Source: an optimization exercise on an open RTL-to-GDS flow (aim: small area, a short achievable clock period and few clock cycles). Production flows keep margins and buffers that such runs may drop.
Only simulation tests tie the RTL to the original design; equivalence was not proved.
Power and IR drop assume default switching activity.

==> flow/design.v <==
`default_nettype none
package gte_pkg;
   localparam int MAX_NODES = 32;
   localparam int NODE_W    = 5;
   localparam int CNT_W     = $clog2(MAX_NODES + 1);
   localparam int ROW_W     = 32;
   localparam int COUNT_W   = 6;
   localparam int CSR_ADDR_W = 3;
   localparam int CSR_DATA_W = 32;
   localparam logic [COUNT_W-1:0] NODE_COUNT_RESET = COUNT_W'(32);
   localparam logic [0:0] CSR_NODE_COUNT = 1'b0;
   typedef enum logic {
      KIND_LOAD  = 1'b0,
      KIND_FETCH = 1'b1
   } kind_type;
   typedef struct packed {
      logic load;
      logic start;
      logic read_u;
      logic latch_u;
      logic pick_v;
      logic step_u;
      logic take_hit;
      logic take_miss;
   } gte_cmd_type;
   typedef struct packed {
      logic u_done;
      logic cand_empty;
      logic hit;
   } gte_stat_type;
endpackage
`default_nettype wire
`default_nettype none
import gte_pkg::*;
module gte_ctrl (
   input  wire logic                  clock,
   input  wire logic                  reset,
   input  wire logic                  req_valid,
   output logic                       req_ready,
   input  wire logic                  req_kind,
   output logic                       rsp_valid,
   input  wire logic                  rsp_ready,
   input  wire gte_pkg::gte_stat_type stat,
   output gte_pkg::gte_cmd_type       cmd
);
   typedef enum logic [2:0] {
      S_IDLE,
      S_READ_U,
      S_LOAD_U,
      S_PICK_V,
      S_EVAL
   } state_type;
   state_type state_ff;
   state_type state_in;
   logic      rsp_valid_ff;
   logic      fin_ok;
   assign fin_ok    = !rsp_valid_ff || rsp_ready;
   assign req_ready = (state_ff == S_IDLE);
   assign rsp_valid = rsp_valid_ff;
   always_comb begin
      cmd      = '0;
      state_in = state_ff;
      case (state_ff)
         S_IDLE: begin
            if (req_valid) begin
               if (req_kind == KIND_LOAD) begin
                  cmd.load = 1'b1;
               end else begin
                  cmd.start = 1'b1;
                  state_in  = S_READ_U;
               end
            end
         end
         S_READ_U: begin
            if (stat.u_done) begin
               if (fin_ok) begin
                  cmd.take_miss = 1'b1;
                  state_in      = S_IDLE;
               end
            end else begin
               cmd.read_u = 1'b1;
               state_in   = S_LOAD_U;
            end
         end
         S_LOAD_U: begin
            cmd.latch_u = 1'b1;
            state_in    = S_PICK_V;
         end
         S_PICK_V: begin
            if (stat.cand_empty) begin
               cmd.step_u = 1'b1;
               state_in   = S_READ_U;
            end else begin
               cmd.pick_v = 1'b1;
               state_in   = S_EVAL;
            end
         end
         S_EVAL: begin
            if (stat.hit) begin
               if (fin_ok) begin
                  cmd.take_hit = 1'b1;
                  state_in     = S_IDLE;
               end
            end else begin
               state_in = S_PICK_V;
            end
         end
         default: begin
            state_in = S_IDLE;
         end
      endcase
   end
   always_ff @(posedge clock) begin
      if (reset) begin
         state_ff     <= S_IDLE;
         rsp_valid_ff <= 1'b0;
      end else begin
         state_ff <= state_in;
         if (cmd.take_hit || cmd.take_miss) begin
            rsp_valid_ff <= 1'b1;
         end else if (rsp_ready) begin
            rsp_valid_ff <= 1'b0;
         end
      end
   end
endmodule
`default_nettype wire
`default_nettype none
import gte_pkg::*;
module gte_dp (
   input  wire logic                          clock,
   input  wire logic                          reset,
   input  wire gte_pkg::gte_cmd_type          cmd,
   output gte_pkg::gte_stat_type              stat,
   input  wire logic [gte_pkg::NODE_W-1:0]    req_row_index,
   input  wire logic [gte_pkg::ROW_W-1:0]     req_row_bits,
   input  wire logic [gte_pkg::COUNT_W-1:0]   node_count,
   output logic      [gte_pkg::NODE_W-1:0]    rsp_first_node,
   output logic      [gte_pkg::NODE_W-1:0]    rsp_second_node,
   output logic      [gte_pkg::NODE_W-1:0]    rsp_third_node,
   output logic                               rsp_found
);
   function automatic logic [NODE_W-1:0] low_index(input logic [ROW_W-1:0] x);
      integer j;
      low_index = '0;
      for (j = ROW_W - 1; j >= 0; j = j - 1) begin
         if (x[j]) begin
            low_index = j[NODE_W-1:0];
         end
      end
   endfunction
   function automatic logic [ROW_W-1:0] mask_from(input logic [CNT_W-1:0] lo);
      integer j;
      for (j = 0; j < ROW_W; j = j + 1) begin
         mask_from[j] = (j >= lo);
      end
   endfunction
   function automatic logic [ROW_W-1:0] mask_below(input logic [CNT_W-1:0] hi);
      integer j;
      for (j = 0; j < ROW_W; j = j + 1) begin
         mask_below[j] = (j < hi);
      end
   endfunction
   logic [ROW_W-1:0]     mem [0:MAX_NODES-1];
   logic [MAX_NODES-1:0] vld_ff;
   logic [ROW_W-1:0]     rd_row_ff;
   logic                 rd_vld_ff;
   logic [ROW_W-1:0]     rd_row;
   logic [NODE_W-1:0]    rd_addr;
   logic [CNT_W-1:0]     cur_low_ff;
   logic [CNT_W-1:0]     cur_mid_ff;
   logic [CNT_W-1:0]     cur_high_ff;
   logic [CNT_W-1:0]     u_ff;
   logic                 first_ff;
   logic [ROW_W-1:0]     rowu_ff;
   logic [ROW_W-1:0]     cand_ff;
   logic [NODE_W-1:0]    v_ff;
   logic [NODE_W-1:0]    first_node_ff;
   logic [NODE_W-1:0]    second_node_ff;
   logic [NODE_W-1:0]    third_node_ff;
   logic                 found_ff;
   logic [CNT_W-1:0]     n_eff;
   logic [ROW_W-1:0]     rowu_in;
   logic [CNT_W-1:0]     u_next;
   logic [CNT_W-1:0]     v_start;
   logic [CNT_W-1:0]     v_ext;
   logic [CNT_W-1:0]     v_next;
   logic [CNT_W-1:0]     w_start;
   logic [ROW_W-1:0]     hit_mask;
   logic [NODE_W-1:0]    w_sel;
   logic [NODE_W-1:0]    v_sel;
   assign n_eff = (CNT_W'(node_count) > CNT_W'(MAX_NODES)) ? CNT_W'(MAX_NODES)
                                                          : CNT_W'(node_count);
   assign rd_row  = rd_vld_ff ? rd_row_ff : '0;
   assign v_sel   = low_index(cand_ff);
   assign rd_addr = cmd.pick_v ? v_sel : u_ff[NODE_W-1:0];
   assign rowu_in = rd_row & mask_below(n_eff);
   assign u_next  = u_ff + CNT_W'(1);
   assign v_start = (first_ff && (cur_mid_ff > u_next)) ? cur_mid_ff : u_next;
   assign v_ext   = CNT_W'(v_ff);
   assign v_next  = v_ext + CNT_W'(1);
   assign w_start = (first_ff && (v_ext == cur_mid_ff) && (cur_high_ff > v_next))
                    ? cur_high_ff : v_next;
   assign hit_mask = rd_row & rowu_ff & mask_from(w_start);
   assign w_sel    = low_index(hit_mask);
   assign stat.u_done     = (u_ff >= n_eff);
   assign stat.cand_empty = (cand_ff == '0);
   assign stat.hit        = (hit_mask != '0);
   always_ff @(posedge clock) begin
      if (cmd.load && (CNT_W'(req_row_index) < CNT_W'(MAX_NODES))) begin
         mem[req_row_index] <= req_row_bits;
      end
      if (cmd.read_u || cmd.pick_v) begin
         rd_row_ff <= mem[rd_addr];
         rd_vld_ff <= vld_ff[rd_addr];
      end
   end
   always_ff @(posedge clock) begin
      if (reset) begin
         vld_ff      <= '0;
         cur_low_ff  <= '0;
         cur_mid_ff  <= '0;
         cur_high_ff <= '0;
      end else begin
         if (cmd.load) begin
            if (CNT_W'(req_row_index) < CNT_W'(MAX_NODES)) begin
               vld_ff[req_row_index] <= 1'b1;
            end
            cur_low_ff  <= '0;
            cur_mid_ff  <= '0;
            cur_high_ff <= '0;
         end else if (cmd.take_hit) begin
            cur_low_ff  <= u_ff;
            cur_mid_ff  <= v_ext;
            cur_high_ff <= CNT_W'(w_sel) + CNT_W'(1);
         end
      end
   end
   always_ff @(posedge clock) begin
      if (cmd.start) begin
         u_ff     <= cur_low_ff;
         first_ff <= 1'b1;
      end else if (cmd.step_u) begin
         u_ff     <= u_next;
         first_ff <= 1'b0;
      end
      if (cmd.latch_u) begin
         rowu_ff <= rowu_in;
         cand_ff <= rowu_in & mask_from(v_start);
      end else if (cmd.pick_v) begin
         v_ff    <= v_sel;
         cand_ff <= cand_ff & (cand_ff - ROW_W'(1));
      end
      if (cmd.take_hit) begin
         first_node_ff  <= u_ff[NODE_W-1:0];
         second_node_ff <= v_ff;
         third_node_ff  <= w_sel;
         found_ff       <= 1'b1;
      end else if (cmd.take_miss) begin
         first_node_ff  <= '0;
         second_node_ff <= '0;
         third_node_ff  <= '0;
         found_ff       <= 1'b0;
      end
   end
   assign rsp_first_node  = first_node_ff;
   assign rsp_second_node = second_node_ff;
   assign rsp_third_node  = third_node_ff;
   assign rsp_found       = found_ff;
endmodule
`default_nettype wire
`default_nettype none
import gte_pkg::*;
module graph_triangle_enumerator (
   input  wire logic                              clock,
   input  wire logic                              reset,
   input  wire logic                              req_valid,
   output logic                                   req_ready,
   input  wire logic                              req_kind,
   input  wire logic [gte_pkg::NODE_W-1:0]        req_row_index,
   input  wire logic [gte_pkg::ROW_W-1:0]         req_row_bits,
   output logic                                   rsp_valid,
   input  wire logic                              rsp_ready,
   output logic      [gte_pkg::NODE_W-1:0]        rsp_first_node,
   output logic      [gte_pkg::NODE_W-1:0]        rsp_second_node,
   output logic      [gte_pkg::NODE_W-1:0]        rsp_third_node,
   output logic                                   rsp_found,
   input  wire logic                              psel,
   input  wire logic                              penable,
   input  wire logic                              pwrite,
   input  wire logic [gte_pkg::CSR_ADDR_W-1:0]    paddr,
   input  wire logic [gte_pkg::CSR_DATA_W-1:0]    pwdata,
   output logic      [gte_pkg::CSR_DATA_W-1:0]    prdata,
   output logic                                   pready
);
   logic [COUNT_W-1:0] node_count_ff;
   gte_pkg::gte_cmd_type  cmd;
   gte_pkg::gte_stat_type stat;
   logic               csr_sel;
   assign pready  = 1'b1;
   assign csr_sel = (paddr[CSR_ADDR_W-1] == CSR_NODE_COUNT);
   assign prdata  = csr_sel ? CSR_DATA_W'(node_count_ff) : '0;
   always_ff @(posedge clock) begin
      if (reset) begin
         node_count_ff <= NODE_COUNT_RESET;
      end else if (psel && penable && pwrite && pready && csr_sel) begin
         node_count_ff <= pwdata[COUNT_W-1:0];
      end
   end
   gte_ctrl u_ctrl (
      .clock     (clock),
      .reset     (reset),
      .req_valid (req_valid),
      .req_ready (req_ready),
      .req_kind  (req_kind),
      .rsp_valid (rsp_valid),
      .rsp_ready (rsp_ready),
      .stat      (stat),
      .cmd       (cmd)
   );
   gte_dp u_dp (
      .clock           (clock),
      .reset           (reset),
      .cmd             (cmd),
      .stat            (stat),
      .req_row_index   (req_row_index),
      .req_row_bits    (req_row_bits),
      .node_count      (node_count_ff),
      .rsp_first_node  (rsp_first_node),
      .rsp_second_node (rsp_second_node),
      .rsp_third_node  (rsp_third_node),
      .rsp_found       (rsp_found)
   );
endmodule
`default_nettype wire
==> flow/run.sh <==
#!/bin/bash
# synth_recipe.tcl (not shown) runs the flow's synth.tcl, then flattens the netlist and writes it again
# the make line also repeats each setting of config.mk as NAME=value (left out here)
make -C /OpenROAD-flow-scripts/flow DESIGN_CONFIG=/design/flow/config.mk WORK_HOME=/design/flow/orfs CLKGATE_MAP_FILE= SYNTH_SCRIPT=/design/flow/synth_recipe.tcl finish
==> flow/config.mk <==
export PLATFORM = sky130hd
export DESIGN_NAME = graph_triangle_enumerator
export DESIGN_NICKNAME = graph_triangle_enumerator
export VERILOG_FILES = /design/flow/design.v
export SDC_FILE = /design/flow/constraint.sdc
export NUM_CORES = 4
export LEC_CHECK = 0
export CAP_MARGIN = 20
export CORE_MARGIN = 2
export CORE_UTILIZATION = 40
export PLACE_DENSITY = 0.6
export SLEW_MARGIN = 20
==> flow/constraint.sdc <==
create_clock -name core_clock -period 7.0 [get_ports {clock}]
set_input_delay 1.4000 -clock core_clock [delete_from_list [all_inputs] [get_ports {clock}]]
set_output_delay 1.4000 -clock core_clock [all_outputs]
set_load 0.01 [all_outputs]
==> run notes <==
-- cells in the final DEF, fill, tap and decap left out, drive strengths merged, types with 9 or more instances in the layout --
| cell | count |
|---|---|
| nand2 | 1148 |
| edfxtp | 1147 |
| nand3 | 340 |
| nor2 | 205 |
| clkbuf | 184 |
| a21oi | 152 |
| buf | 111 |
| a31oi | 77 |
| and2 | 72 |
| o211ai | 70 |
| a211oi | 70 |
| a221oi | 65 |
| clkdlybuf4s50 | 63 |
| dfxtp | 61 |
| o21ai | 53 |
| inv | 48 |
| clkinv | 43 |
| o22ai | 40 |
| mux2i | 40 |
| and3 | 31 |
| conb | 27 |
| nor2b | 27 |
| ha | 24 |
| nor4 | 24 |
| nor3 | 22 |
| nand2b | 19 |
| mux2 | 19 |
| mux4 | 16 |
| a311oi | 14 |
| xnor2 | 12 |
| a21o | 10 |
| or2 | 9 |
| o31ai | 9 |
-- state kept, by name (all words and copies together) (netlist names) --
name	flops
u_dp.rd_vld_ff	1
node_count_ff	6
u_dp.u_ff	6
u_ctrl.rsp_valid_ff	1
u_dp.vld_ff	32
u_ctrl.state_ff	3
u_dp.cur_low_ff	6
u_dp.second_node_ff	5
u_dp.cur_mid_ff	5
u_dp.first_node_ff	5
u_dp.cur_high_ff	6
u_dp.mem	1024
u_dp.rowu_ff	32
u_dp.v_ff	5
u_dp.third_node_ff	5
u_dp.found_ff	1
u_dp.rd_row_ff	32
u_dp.cand_ff	32
u_dp.first_ff	1
-- through the flow --
step	instance area, um2	total power, mW	cells
CTS	58400	15.7	6048
global placement	54400	9.17	5809
detailed placement	54400	9.18	5810
global route	58400	16.0	6051
floorplan	51700	8.75	4253
finish	58400	15.6	6052
-- cell type report --
class	count	area, um2	share of cell area (%)
Inverter	41	156	0.268
Clock buffer	184	3520	6.03
Multi-Input combinational cell	2727	14900	25.4
Antenna cell	2	5.00	0.00857
Timing Repair Buffer	174	1600	2.74
Sequential cell	1208	35700	61.1
Tap cell	1662	2080	3.56
Clock inverter	54	520	0.891
-- final timing paths --
path / from / endpoint / slack (ps)
hold reg to reg: u_dp.first_ff / u_dp.first_ff / 440
setup reg to reg: u_dp.v_ff[1] / u_dp.cur_low_ff[0] / 550
hold / removal: u_dp.first_ff / u_dp.first_ff / 440
setup / recovery: u_dp.v_ff[1] / u_dp.cur_low_ff[0] / 550
-- power breakdown --
part / total [mW] / switching, mW / internal (mW)
registers: 8.01 / 0.0437 / 7.97
clock network: 6.56 / 2.86 / 3.70
logic: 1.02 / 0.724 / 0.291
-- routing by layer --
layer | vias up | track usage (%) | wire length, um | share of wire, %
li1 | 15600 | - | - | -
met1 | 17200 | 30.6 | 63400 | 43
met2 | 1303 | 36.2 | 70700 | 48
met3 | 236 | 3.81 | 10400 | 7.0
met4 | 6 | 6.58 | 3960 | 2.7
met5 | - | 0 | 34 | 0.023
-- worst reg2reg max path: cells and delay by family (launching register included) --
family	cells	cell delay [ps]
DFF	1	690
muxes	1	450
adders and majority gates	2	940
buffers and inverters	3	910
and+or+nand+nor	4	600
AOI/OAI and AO/OA	6	2090
xor gates and xnor gates	1	660
-- kinds of logic after synthesis --
family,count (synthesis)
mux,75
buf+inv,318
fa+ha+maj,25
other cells,2
simple gates,1938
xor+xnor,19
compound gates,643
flops,1208
==> summary.md <==
| Metric | Value |
|---|---|
| Sequential area share after synthesis | `69.1%` |
| Detailed-router iteration count before antenna repair | `8` |
| Clock Root Buffer | `clkbuf_16` |
| Routed Antenna Nets | `0` |
| Synthesized flop and latch total | `1,208` |
| Critical Path End Type | `flop` |
| Slowest stage delay, CP | `between 600 and 700 ps` |
| CP cell instances | `ha_1 > xor2_1 > inv_1 > ha_1 > and4_4 > a311o_1 > a311oi_4 > buf_12 > mux2_2 > a211oi_1 > a21boi_0 > nand4b_2 > o2111ai_4 > buf_4 > nor2_1 > a21oi_1 > nor2_1` |
| Hold_ws | `445 ps` |
| Rel. slew slack | `roughly 5.8%` |
| Startpoint Class | `flop` |
| Commonest cells in the synthesized netlist | `edfxtp_1 (1,147), nand2_1 (1,147), nand3_1 (340)` |
| Initial antenna violation count | `6` |
| Vias | `between 30,000 and 40,000` |
| Syn_area_per_cell | `12.2 um2` |
| Tightest Pin Transition | `1410 ps` |
| CTS sink count | `1,208` |
| Final hold vios | `0` |
| Initial DRC count | `about 3,700` |
| Num CTS Buffers | `131` |
| Synth Area in Simple Gates | `16.3%` |
| Synth unique cells | `99` |
| Area Growth Syn to Fin | `13.2%` |
| Full die area | `132,000 um2` |
| CTS tree | `done` |
| Buffer depth of the longest clock path | `3` |
| # DRC | `0` |
| Worst-case vdd ir drop | `0.000248 V` |
| Crit-path max FO | `55` |
| RSZ-0062 raised after global routing | `no` |
| Final setup margin | `554 ps` |
| Post-synth top flop | `edfxtp_1` |
| Outcome | `finished clean` |
| Post-DP HPWL | `87,500 um` |
| Ranking of synthesized cells by area | `edfxtp_1 (67%), nand2_1 (8.3%), nand3_1 (3.3%)` |
| Largest net degree at the start of global routing | `roughly 180` |
| Die H | `roughly 360 um` |
| EDFF count, synth | `1,147` |
| Die X | `363 um` |
| Max H-tree Level | `4` |
| Final period util | `between 90% and 100%` |
| Setup TNS | `0 ps` |
| Pre-CTS setup slack | `671 ps` |
| WL final | `149,000 um` |
| Number of vias per cell | `roughly 5.7` |
| Yosys warns | `3` |
| Largest family of logic cells by synthesized area | `simple AND/OR/NAND/NOR gates` |
| GRT overflow | `0` |
| Final Core Density | `45.7%` |
| Worst skew pair latency | `760 ps` |
| # Max-Cap Violations | `0` |
| Hold Crit Depth | `2` |
| Cell Area, Synth | `about 52,000 um2` |
| Async set or reset register ratio after synthesis | `0%` |
| Post-synthesis mux area share | `under 10%` |
| CTS Hold Bufs | `0` |
| Synth area leader | `edfxtp_1` |
| Post-synth top area share | `66.8%` |
| First-pass GRT wire length | `217,000 um` |
| Pwr per Cell Area | `267 nW/um2` |
| Fin nets | `4,387` |
| Clock slew at reported path FFs | `about 60 ps` |
| Number of global-route vias before repair | `32,200` |
| Row cnt | `roughly 130` |
| Synth Area in Compound Gates | `around 9%` |
| Post-CTS sizing | `0` |
| Share of cells above drive strength 1 | `9.09%` |
| Final setup viols | `0` |
| GP Congestion | `0.931` |
| Worst path required time | `7630 ps` |
| Core Region | `128,000 um2` |
| Global-route usage over all layers | `roughly 22%` |
| Crit path max-delay family | `compound AO/OA/AOI/OAI gates` |
| Number of I/O port buffers | `75` |
| Worst min path class | `reg2reg` |
| Max Fclk | `155 MHz` |
| Worst-case reg-to-reg path depth | `17` |
| Worst path arrival time | `7080 ps` |
| Ports | `about 130` |
| # Post-CTS Setup Buffers | `0` |
| CP Buf/Inv Count | `3` |
| Wire per inst | `24.5 um` |
| WS Path Type | `reg2reg` |
| Stages on worst setup path | `17` |
| Synth Area in XOR/XNOR | `0.337%` |
| Post-Synth Adder-Cell Area | `0.602%` |
| FILL cells | `11,300` |
| Syn Inst Count | `4,228` |
| Max-slew violation count | `0` |
| Skew final | `roughly 36 ps` |
| Pleak | `20.1 nW` |
| Critical path's slowest cell | `edfxtp_1` |
| Starting Density | `between 40% and 50%` |
| Post-layout min period | `approximately 6400 ps` |
Testbench counts, summed over its fixed seeds: cycles 152,277.

## port drivers added, routing unchanged
How much do the figures lean on ideal ports? The routed layout below was timed once more, with nothing changed but the port constraints.
Step 1 sets driving cells, clkbuf_16 on the clock port and buf_2 on the other inputs (assumed; they add their load-dependent delay and slew).
Step 2 also shifts input and output timing later by t, the mid clock arrival at the registers, as if the neighbouring blocks saw the same clock.
Slacks: ideal / step 1 / step 2; pairs: ideal / step 1.
shift t [ns]: 0.823
setup WS [ns]: 0.554 / 0.554 / 0.554
worst slew at a driven data input, ns: 0.14
cell pins on the clock port's net: 1
After both steps setup and hold are still met in this run. The setup slack of this run moves by 0.000 ns with the drivers and by 0.000 ns with both steps.
